This is an optimization exercise on Yosys and OpenROAD, whose aim is small area and a short achievable clock period, not a production implementation. At most, simulation tests tie the RTL to the original design; equivalence was not proved. The RTL of run 1 was laid out without a check of its function. No activity file was given, so power comes from the tool's default toggle rates.

[design.v]
package dmem_pkg;
    typedef enum logic [1:0] {
        IDLE = 2'd0,
        WAIT = 2'd1,
        RESP = 2'd2
    } dmem_state_e;
    localparam int DMEM_DEPTH   = 256;
    localparam int DMEM_LATENCY = 2;
    localparam int DMEM_LO_BITS = 5;
endpackage
module dmem_array #(
    parameter int DWIDTH = 16,
    parameter int NL     = 16,
    parameter int NH     = 16
) (
    input  logic                      clk,
    input  logic [NH*NL-1:0]          wsel,
    input  logic [DWIDTH-1:0]         wdata,
    input  logic [NL-1:0]             lo_sel,
    output logic [NH-1:0][DWIDTH-1:0] cand
);
    localparam int NT = NL / 3;
    localparam int NR = NL - 3 * NT;
    localparam int SW = 4;
    logic [DWIDTH-1:0] word_q [NH][NL];
    logic [DWIDTH-1:0] term_n [NH][NT];
    logic [DWIDTH-1:0] rest   [NH];
    for (genvar j = 0; j < NH; j++) begin : g_grp
        for (genvar i = 0; i < NL; i++) begin : g_word
            always_ff @(posedge clk) begin
                if (wsel[j*NL+i]) begin
                    word_q[j][i] <= wdata;
                end
            end
        end
        for (genvar t = 0; t < NT; t++) begin : g_term
            for (genvar k = 0; k < DWIDTH / SW; k++) begin : g_slice
                dmem_aoi3 #(.W(SW)) u_aoi (
                    .s (lo_sel[3*t +: 3]),
                    .d0(word_q[j][3*t][k*SW +: SW]),
                    .d1(word_q[j][3*t+1][k*SW +: SW]),
                    .d2(word_q[j][3*t+2][k*SW +: SW]),
                    .yn(term_n[j][t][k*SW +: SW])
                );
            end
        end
        always_comb begin
            logic [DWIDTH-1:0] acc;
            acc = '0;
            for (int r = 0; r < NR; r++) begin
                acc = acc | (word_q[j][3*NT+r] & {DWIDTH{lo_sel[3*NT+r]}});
            end
            rest[j] = acc;
        end
        always_comb begin
            logic [DWIDTH-1:0] all_n;
            all_n = '1;
            for (int t = 0; t < NT; t++) begin
                all_n = all_n & term_n[j][t];
            end
            cand[j] = ~all_n | rest[j];
        end
    end
endmodule
module dmem_aoi3 #(
    parameter int W = 16
) (
    input  logic [2:0]   s,
    input  logic [W-1:0] d0,
    input  logic [W-1:0] d1,
    input  logic [W-1:0] d2,
    output logic [W-1:0] yn
);
    assign yn = ~((d0 & {W{s[0]}}) | (d1 & {W{s[1]}}) | (d2 & {W{s[2]}}));
endmodule
module dmem_aoi2 #(
    parameter int W = 16
) (
    input  logic [1:0]   s,
    input  logic [W-1:0] d0,
    input  logic [W-1:0] d1,
    output logic [W-1:0] yn
);
    assign yn = ~((d0 & {W{s[0]}}) | (d1 & {W{s[1]}}));
endmodule
import dmem_pkg::*;
module data_mem_ctrl #(
    parameter int DWIDTH  = 16,
    parameter int AWIDTH  = 16,
    parameter int DEPTH   = DMEM_DEPTH,
    parameter int LATENCY = DMEM_LATENCY
) (
    input  logic              clk,
    input  logic              rst,
    input  logic              ram_en,
    input  logic              wen,
    input  logic [AWIDTH-1:0] ram_addr,
    input  logic [DWIDTH-1:0] w_ram_data,
    output logic [DWIDTH-1:0] r_ram_data,
    output logic              ram_valid,
    output logic              busy,
    output logic              addr_err,
    output logic [1:0]        dbg_state
);
    localparam int IW = (DEPTH > 1) ? $clog2(DEPTH) : 1;
    localparam int LB = DMEM_LO_BITS;
    localparam int HB = IW - LB;
    localparam int NL = 2**LB;
    localparam int NH = 2**HB;
    logic [1:0]        state_q, state_d;
    logic              busy_q, busy_d;
    logic              aerr_q, aerr_d;
    logic [DWIDTH-1:0] rdata_q;
    logic              wen_q;
    logic              err_q;
    logic [LB-1:0]     lo_q;
    logic [NH-1:0]     hi_q;
    logic [DWIDTH-1:0] wdata_q;
    logic [NH-1:0][DWIDTH-1:0] cand_q;
    logic [NH-1:0][DWIDTH-1:0] cand_d;
    logic              idle, in_wait, in_resp;
    logic              in_err;
    logic [NL-1:0]     lo_hot, wlo_d, wlo_q;
    logic [NH-1:0]     hi_hot, whi_d, whi_q, whi_ok;
    logic [DEPTH-1:0]  wsel;
    logic [DWIDTH-1:0] arr_rdata;
    logic [DWIDTH-1:0] rd_term_n [NH/2];
    localparam logic [AWIDTH:0] DEPTH_A = (AWIDTH + 1)'(DEPTH);
    assign in_err = ({1'b0, ram_addr} >= DEPTH_A);
    assign idle    = !busy_q;
    assign in_wait = state_q[0];
    assign in_resp = state_q[1];
    always_comb begin
        state_d = 2'b00;
        if (!rst) begin
            if (idle) state_d = {1'b0, ram_en};
            else if (in_wait) state_d = 2'b10;
        end
        busy_d = (state_d != 2'b00);
        aerr_d = !rst && in_wait && err_q;
    end
    always_ff @(posedge clk) begin
        state_q <= state_d;
        busy_q  <= busy_d;
        aerr_q  <= aerr_d;
    end
    always_ff @(posedge clk) begin
        if (idle) begin
            wen_q   <= wen;
            err_q   <= in_err;
            lo_q    <= ram_addr[LB-1:0];
            hi_q    <= in_err ? '0 : hi_hot;
            wdata_q <= w_ram_data;
        end
    end
    always_ff @(posedge clk) begin
        cand_q <= cand_d;
    end
    always_ff @(posedge clk) begin
        if (rst) begin
            rdata_q <= '0;
        end else if (in_wait && !wen_q) begin
            rdata_q <= arr_rdata;
        end
    end
    always_ff @(posedge clk) begin
        whi_q <= whi_d;
        wlo_q <= wlo_d;
    end
    assign r_ram_data = rdata_q;
    assign ram_valid  = in_resp;
    assign busy       = busy_q;
    assign dbg_state  = state_q;
    assign addr_err   = aerr_q;
    for (genvar k = 0; k < NL; k++) begin : g_lo
        assign lo_hot[k]  = (ram_addr[LB-1:0] == LB'(k));
        assign wlo_d[k]   = (lo_q == LB'(k));
    end
    for (genvar k = 0; k < NH; k++) begin : g_hi
        assign hi_hot[k]  = (ram_addr[IW-1:LB] == HB'(k));
        assign whi_d[k]   = in_wait && wen_q && !rst && hi_q[k];
        assign whi_ok[k]  = whi_q[k] && !rst;
    end
    for (genvar w = 0; w < DEPTH; w++) begin : g_wsel
        assign wsel[w] = whi_ok[w / NL] && wlo_q[w % NL];
    end
    for (genvar t = 0; t < NH / 2; t++) begin : g_rd
        dmem_aoi2 #(.W(DWIDTH)) u_aoi (
            .s ({hi_q[2*t+1], hi_q[2*t]}),
            .d0(cand_q[2*t]),
            .d1(cand_q[2*t+1]),
            .yn(rd_term_n[t])
        );
    end
    always_comb begin
        logic [DWIDTH-1:0] all_n;
        all_n = '1;
        for (int t = 0; t < NH / 2; t++) begin
            all_n = all_n & rd_term_n[t];
        end
        arr_rdata = ~all_n;
    end
    dmem_array #(
        .DWIDTH(DWIDTH),
        .NL    (NL),
        .NH    (NH)
    ) u_array (
        .clk   (clk),
        .wsel  (wsel),
        .wdata (wdata_q),
        .lo_sel(lo_hot),
        .cand  (cand_d)
    );
endmodule
[run.sh]
#!/bin/bash
# synth_recipe.tcl (not shown) runs the flow's synth.tcl, then flattens the netlist and writes it again
# the make line also repeats each setting of config.mk as NAME=value (left out here)
make -C /OpenROAD-flow-scripts/flow DESIGN_CONFIG=/design/flow/config.mk WORK_HOME=/design/flow/orfs CLKGATE_MAP_FILE= SYNTH_SCRIPT=/design/flow/synth_recipe.tcl finish
[config.mk]
export PLATFORM = sky130hd
export DESIGN_NAME = data_mem_ctrl
export DESIGN_NICKNAME = data_mem_ctrl
export VERILOG_FILES = /design/flow/design.v
export SDC_FILE = /design/flow/constraint.sdc
export NUM_CORES = 4
export LEC_CHECK = 0
export CAP_MARGIN = 20
export CORE_MARGIN = 2
export CORE_UTILIZATION = 65
export CTS_BUF_LIST = sky130_fd_sc_hd__clkbuf_16
export CTS_CLUSTER_DIAMETER = 80
export CTS_CLUSTER_SIZE = 25
export SETUP_SLACK_MARGIN = 3
export SLEW_MARGIN = 20
export SYNTH_HIERARCHICAL = 1
[constraint.sdc]
create_clock -name core_clock -period 5.2 [get_ports {clk}]
set_input_delay 1.0400 -clock core_clock [delete_from_list [all_inputs] [get_ports {clk}]]
set_output_delay 1.0400 -clock core_clock [all_outputs]
set_load 0.01 [all_outputs]
==> results of run 1 <==
-- sequential cells by signal, indices dropped and copies added (netlist names) --
signal,flops
aerr_q,1
busy_q,1
cand_q,128
err_q,1
hi_q,8
lo_q,5
rdata_q,16
state_q,2
u_array.word_q,4096
wdata_q,16
wen_q,1
whi_q,8
wlo_q,32
-- power breakdown --
| part | total (mW) | switching (mW) | internal (mW) | leakage (nW) |
|---|---|---|---|---|
| sequential | 38.9 | 0.438 | 38.4 | 38.7 |
| combinational | 2.73 | 1.94 | 0.796 | 12.3 |
| clock | 17.4 | 10.3 | 7.12 | 3.25 |
| total | 59.0 | 12.7 | 46.4 | 54.3 |
-- final cells by class --
class                      instances  area [um2]  share of cell area
inverter                           1        3.75           0.0000221
multi-input combinational       2434       21100               0.124
clock buffer                     200        5000              0.0295
antenna                           96         240             0.00142
clock inverter                   150         653             0.00385
timing repair buffer             809       11200              0.0662
tap                             3009        3760              0.0222
sequential                      4315      128000               0.752
-- kinds of logic (layout without fill, tap and decap cells) --
| group | after synthesis | count (layout) | synth area share |
|---|---|---|---|
| AO/OA/AOI/OAI | 1472 | 1472 | 0.0983 |
| buffers and inverters | 83 | 1160 | 0.00468 |
| flip-flops | 4315 | 4315 | 0.857 |
| other | 0 | 96 | 0 |
| AND/OR/NAND/NOR | 959 | 962 | 0.0404 |
-- metrics by stage --
| stage | cell area, um2 | utilization |
|---|---|---|
| floorplan | 149000 | - |
| global placement | 157000 | 0.688 |
| detailed placement | 157000 | 0.688 |
| CTS | 168000 | 0.740 |
| global route | 170000 | 0.745 |
| finish | 170000 | 0.745 |
-- worst max-delay path by stage --
stage / start / endpoint / slack, ns
after floorplan: wdata_q[0] / u_array.word_q[0][0] / 1.15
after global placement: ram_addr[0] / cand_q[115] / 0.82
after detailed placement: ram_addr[0] / cand_q[127] / 0.77
after CTS: ram_addr[4] / cand_q[54] / 2.63
after global routing: ram_addr[4] / cand_q[52] / 2.48
final: ram_addr[3] / cand_q[64] / 2.34
-- cell usage in the layout (no fill, tap or decap), types with 17 or more instances in the layout --
cell type / netlist / routed
diode_2: 0 / 96
buf_12: 4 / 119
nor2_4: 0 / 32
dfxtp_2: 0 / 29
clkdlybuf4s50_1: 0 / 29
and2_2: 0 / 60
buf_6: 40 / 76
nor2_1: 100 / 68
a22oi_2: 36 / 42
a22o_1: 128 / 128
or4_4: 109 / 112
dfxtp_1: 188 / 159
a22oi_1: 24 / 18
edfxtp_1: 4127 / 4127
bufbuf_16: 0 / 17
clkbuf_16: 0 / 215
a222oi_1: 1280 / 1280
nand2_1: 133 / 131
nand4_1: 272 / 272
buf_16: 0 / 126
buf_4: 4 / 408
inv_1: 1 / 136
and2_1: 258 / 198
-- worst register-to-register path: cells and delay by family, from the launching register on --
kind                   cells  cell delay [ns]
buffers and inverters      1             0.40
and+or+nand+nor            1             0.55
DFF                        1             0.96
-- routing by layer --
metal	wire length (um)	share of wire
met5	552	0.0011
met4	29000	0.057
met3	92300	0.18
met2	215000	0.42
met1	172000	0.34
-- what timing repair did --
item / 4_1_cts / 5_1_grt
cloned: 112 / 13
endpoints found under the hold margin: 0 / 0
pin swaps: 305 / 203
resized for setup: 467 / 55
endpoints found under the setup margin: 4293 / 549
buffers inserted: 202 / 51
==> results.txt, run 1 <==
status=finished clean; CTS Buf Count=191; First-pass DRT Iterations=17; Synth top area share=0.831; Starting Density=0.655; leakage power=54.3 nW; TNS Setup=0 ns; GRT busiest layer=met1; Post-route DRC=0; Cell variety after synth=39; unrepaired setup endpoints after global routing=yes; Reg-to-Reg Start=wlo_q[0]; gr usage total=0.429; most frequent cell after synthesis=edfxtp_1; hold wc startpoint=ram_addr[3]; share of layout cells above drive strength 1=0.164; H-tree depth=4; worst-path fanout max=16; vias in the first global route=79575; Port Buffers=56; placed cell count=10187; initial antenna violation count=68; Syn Area/Cell=21.8 um2; met1 usage=0.607; Post-synth EDFFs=4127; final worst clock skew=0.0384 ns; crit path capture type=flip-flop; largest net degree at the start of global routing=229; YS warnings=14; Pins Over Slew Limit=0; WHS Path Cells=1; routed via count=87986; ranking of synthesized cells by area=edfxtp_1 83%, a222oi_1 8.6%, dfxtp_1 2.5%; synthesized flop and latch total=4315; minimum hold slack=0.347 ns; GP Congestion=0.919; pre-CTS setup slack=0.774 ns; Final HPWL DP=238000 um; relative slew slack=0.0953; Die Ht=483 um; global-route wire length before repair=671000 um; Final Cycle Share=0.551; final setup vio count=0; worst min path class=in -> reg; ys flop type=edfxtp_1; DR WL/cell=46.2 um; Core ar.=228000 um2; Data required, critical path=5.97 ns; Worst-Margin Slew=1.36 ns; met2 usage=0.587; Levels on crit path=10; Post-Synthesis Cells=6829; num rows=175; post-synthesis sequential area ratio=0.857; Worst Hold Path EP=lo_q[3]; root buf cell=clkbuf_16; Final Total Pwr=59.0 mW; Worst-path clk slew=0.10 ns; PnR worst setup slack=2.34 ns; die area=233000 um2; clk sinks=4315; CP max stage delay=0.70 ns; pwr/cell area=348 nW/um2; DRT iter0 DRCs=24591; Critical Path Slowest Stage Cell=or4_4; delay-heaviest family, CP=simple AND/OR/NAND/NOR gates; Skew-Pair Late Insertion Delay=0.90 ns; Setup CP Type=in -> reg; synthesized area=149000 um2; register-to-register setup slack=2.90 ns; Tmin final=2.86 ns; Post-CTS Hold Fix Bufs=0; maximum vdd drop=0.367 mV; vias per cell=7.99; R2R cell count=2; Finished Layout Cells=11014; max_cap viols=0; WP data arrival=3.63 ns; CTS tree=done; GR met3 Demand/Resource=0.167; Synth top cells by count=4127 x edfxtp_1, 1280 x a222oi_1, 272 x nand4_1; Die X=483 um; reg2reg end=u_array.word_q[0][7]; io pins=57; Routed WL=509000 um; final hold violations=0; GRT overflow=0; Final ANT Viol Nets=0; Post-Syn Nets=6865; asr flop ratio synth=0; fin nets=7788; Bufs and invs on worst path=5; Layout fillers=12831; Layout area overhead=13.9%; clock tree buffer depth=3; worst-path cell chain=buf_12 > buf_6 > nand3b_1 > buf_12 > buf_6 > nor2_4 > buf_16 > a222oi_1 > nand4_1 > or4_4; fmax=0.349 GHz; startpoint types=input pin; area leader, netlist=edfxtp_1
==> run 2: changes to the inputs <==
--- a/design.v
+++ b/design.v
@@ -6,7 +6,7 @@
     } dmem_state_e;
     localparam int DMEM_DEPTH   = 256;
     localparam int DMEM_LATENCY = 2;
-    localparam int DMEM_LO_BITS = 5;
+    localparam int DMEM_LO_BITS = 4;
 endpackage
 module dmem_array #(
     parameter int DWIDTH = 16,
==> results.txt, run 2 <==
DR WL/cell=39.8 um (-14%); Starting Density=0.654 (about the same); Die Ht=488 um (+1.1%); TNS Setup=0 ns (unchanged); most frequent cell after synthesis=edfxtp_1; most frequent cells in the layout=4134 x edfxtp_1, 1280 x a222oi_1, 289 x nand4_1, 272 x dfxtp_1, 270 x and3_1; Post-route DRC=0 (unchanged); post-synthesis sequential area ratio=0.856 (-0.000905); routed via count=83603 (-5.0%); final worst clock skew=0.0286 ns (-0.00979 ns); WP data arrival=1.44 ns (-2.19 ns); Bufs and invs on worst path=1 (-4); gr usage total=0.364 (-0.0647); GRT overflow=0 (unchanged); largest net degree at the start of global routing=225 (-1.7%); root buf cell=clkbuf_16; Port Buffers=56 (unchanged); Tmin final=2.48 ns (-0.382 ns); clock tree buffer depth=3 (unchanged); global-route wire length before repair=601000 um (-10%); First-pass DRT Iterations=13 (-4); most common cell after layout, fill and taps aside=edfxtp_1; initial antenna violation count=29 (-57%); worst min path class=reg -> reg; GP Congestion=0.910 (-0.94%); Final Total Pwr=60.5 mW (+2.5%); Finished Layout Cells=11036 (+0.20%); Final Cycle Share=0.477 (-0.0734); CTS Buf Count=197 (+3.1%); Post-Syn Nets=7203 (+4.9%); Routed WL=439000 um (-14%); Worst-path clk slew=0.09 ns (about the same); Post-synth EDFFs=4134 (+0.17%); area leader, netlist=edfxtp_1; DRT iter0 DRCs=19156 (-22%); ranking of synthesized cells by area=edfxtp_1 82%, a222oi_1 8.4%, dfxtp_1 4.0%; crit path capture type=output pin; Syn Area/Cell=21.2 um2 (-2.7%); Layout fillers=13894 (+8.3%); Final ANT Viol Nets=0 (unchanged); synthesized area=152000 um2 (+2.2%); die area=238000 um2 (+2.1%); max_cap viols=0 (unchanged); Setup CP Type=reg -> out; Critical Path Slowest Stage Cell=dfxtp_4; synthesized flop and latch total=4442 (+2.9%); Worst-Margin Slew=1.22 ns (-0.138 ns); fin nets=7731 (-0.73%); status=finished clean; Largest register FFs=4096 (unchanged); Skew-Pair Late Insertion Delay=0.89 ns (about the same); Cell variety after synth=30 (-23%); num rows=177 (+1.1%); H-tree depth=4 (unchanged); vias per cell=7.58 (-5.2%); vias in the first global route=77811 (-2.2%); io pins=57 (unchanged); Pins Over Slew Limit=0 (unchanged); Synth top area share=0.815 (-0.0161); delay-heaviest family, CP=flip-flops; Die X=488 um (+1.1%); final setup vio count=0 (unchanged); top flop regs=u_array.word_q: 4096 flops, cand_q: 256 flops; clk sinks=4442 (+2.9%); unrepaired setup endpoints after global routing=yes; Synth top cells by count=4134 x edfxtp_1, 1280 x a222oi_1, 308 x dfxtp_1; YS warnings=14 (unchanged); Core ar.=233000 um2 (+2.2%); final hold violations=0 (unchanged); worst-path fanout max=4 (-12); asr flop ratio synth=0 (unchanged); pwr/cell area=360 nW/um2 (+3.5%); share of layout cells above drive strength 1=0.134 (-0.0300); placed cell count=10477 (+2.8%); Reg with most FFs=u_array.word_q; Post-Synthesis Cells=7167 (+4.9%); CP max stage delay=0.40 ns (-0.30 ns); ys flop type=edfxtp_1; fmax=0.403 GHz (+15%); relative slew slack=0.187 (+0.0918); maximum vdd drop=0.400 mV (+8.9%); startpoint types=flip-flop; CTS tree=done; Data required, critical path=4.16 ns (-1.81 ns); Final HPWL DP=230000 um (-3.3%); Layout area overhead=10.4%; worst-path cell chain=buf_12; leakage power=51.8 nW (-4.6%); minimum hold slack=0.455 ns (+0.108 ns)
[run 2: what timing repair did]
item	in CTS	in global routing
gates cloned	31	8
pin swaps	70	42
resized for setup	512	71
setup endpoints to repair	4374	1045
setup buffers	82	29
hold buffers	0	0
[run 2: worst paths after layout]
path                            slack, ns       start  cells past startpoint      endpoint
worst min register to register       0.46       err_q                      1        aerr_q
worst min-delay path                 0.46       err_q                      1        aerr_q
worst max-delay path                 2.72  state_q[0]                      1  dbg_state[0]
worst max register to register       2.83     hi_q[6]                      5    rdata_q[7]
[run 2: cell families (layout without fill, tap and decap cells)]
kind of cell	Yosys count	after routing	share of synthesized area
flops	4442	4442	0.856
simple gates	1213	1213	0.0448
compound gates	1408	1408	0.0935
other cells	0	52	0
buf+inv	104	789	0.00596
[run 2: where the power goes]
group / total (mW) / switching [mW] / internal, mW
Sequential: 39.9 / 0.407 / 39.5
Clock: 17.7 / 10.5 / 7.20
Combinational: 2.87 / 2.05 / 0.816
[run 2: layout make-up]
type | count | area [um2] | area share
Inverter | 1 | 3.75 | 0.0000223
Clock buffer | 203 | 5080 | 0.0302
Tap cell | 3132 | 3920 | 0.0233
Clock inverter | 153 | 693 | 0.00412
Timing Repair Buffer | 432 | 6040 | 0.0359
Sequential cell | 4442 | 130000 | 0.776
Antenna cell | 52 | 130 | 0.000774
Multi-Input combinational cell | 2621 | 21900 | 0.130
[run 2: per-stage QoR]
stage | area (um2) | setup WS [ns] | util
2_1_floorplan | 152000 | -2.41 | -
3_3_place_gp | 159000 | 0.920 | 0.681
3_5_place_dp | 159000 | 1.11 | 0.682
4_1_cts | 167000 | 2.64 | 0.719
5_1_grt | 168000 | 2.68 | 0.722
6_report | 168000 | 2.72 | 0.722
[run 2: worst register-to-register path: cells and delay by family (launching register included)]
kind            cells  cell delay [ns]
simple gates        3             1.18
buf+inv             1             0.20
compound gates      1             0.49
flops               1             0.39
[run 2: routing by layer]
| metal | track usage | vias up | wire length (um) |
|---|---|---|---|
| li1 | - | 33322 | - |
| met1 | 0.507 | 43390 | 156000 |
| met2 | 0.578 | 6120 | 212000 |
| met3 | 0.0685 | 761 | 53500 |
| met4 | 0.145 | 10 | 18100 |
| met5 | 0 | - | 62 |

==> what the ideal ports hide <==
No port has a modelled driver above. Below, the same layouts with a new extraction and two added sets of constraints.
Step 1 (the two cells are an assumption about what drives the block):
set clk [get_ports {clk}]
set_driving_cell -lib_cell sky130_fd_sc_hd__clkbuf_16 $clk
set_driving_cell -lib_cell sky130_fd_sc_hd__buf_2 [delete_from_list [all_inputs] $clk]
Step 2 moves the port delays by t, midway between the first and last clock arrival at a register: inputs arrive t later, outputs are due t later. That takes back most of the time a late clock gives input paths.
Slacks: no drivers / after step 1 / after step 2; pairs: no drivers / after step 1.
| run | t (ns) | setup slack, ns | cell pins on the clock port's net |
|---|---|---|---|
| run 1 | 0.978 | 2.337 / 2.351 / 1.373 | 1 |
| run 2 | 0.972 | 2.719 / 2.621 / 2.025 | 1 |
After both steps setup and hold are still met in every run listed. The setup slack of run 1, which loses most, moves by +0.014 ns with the drivers and by -0.964 ns with both steps.
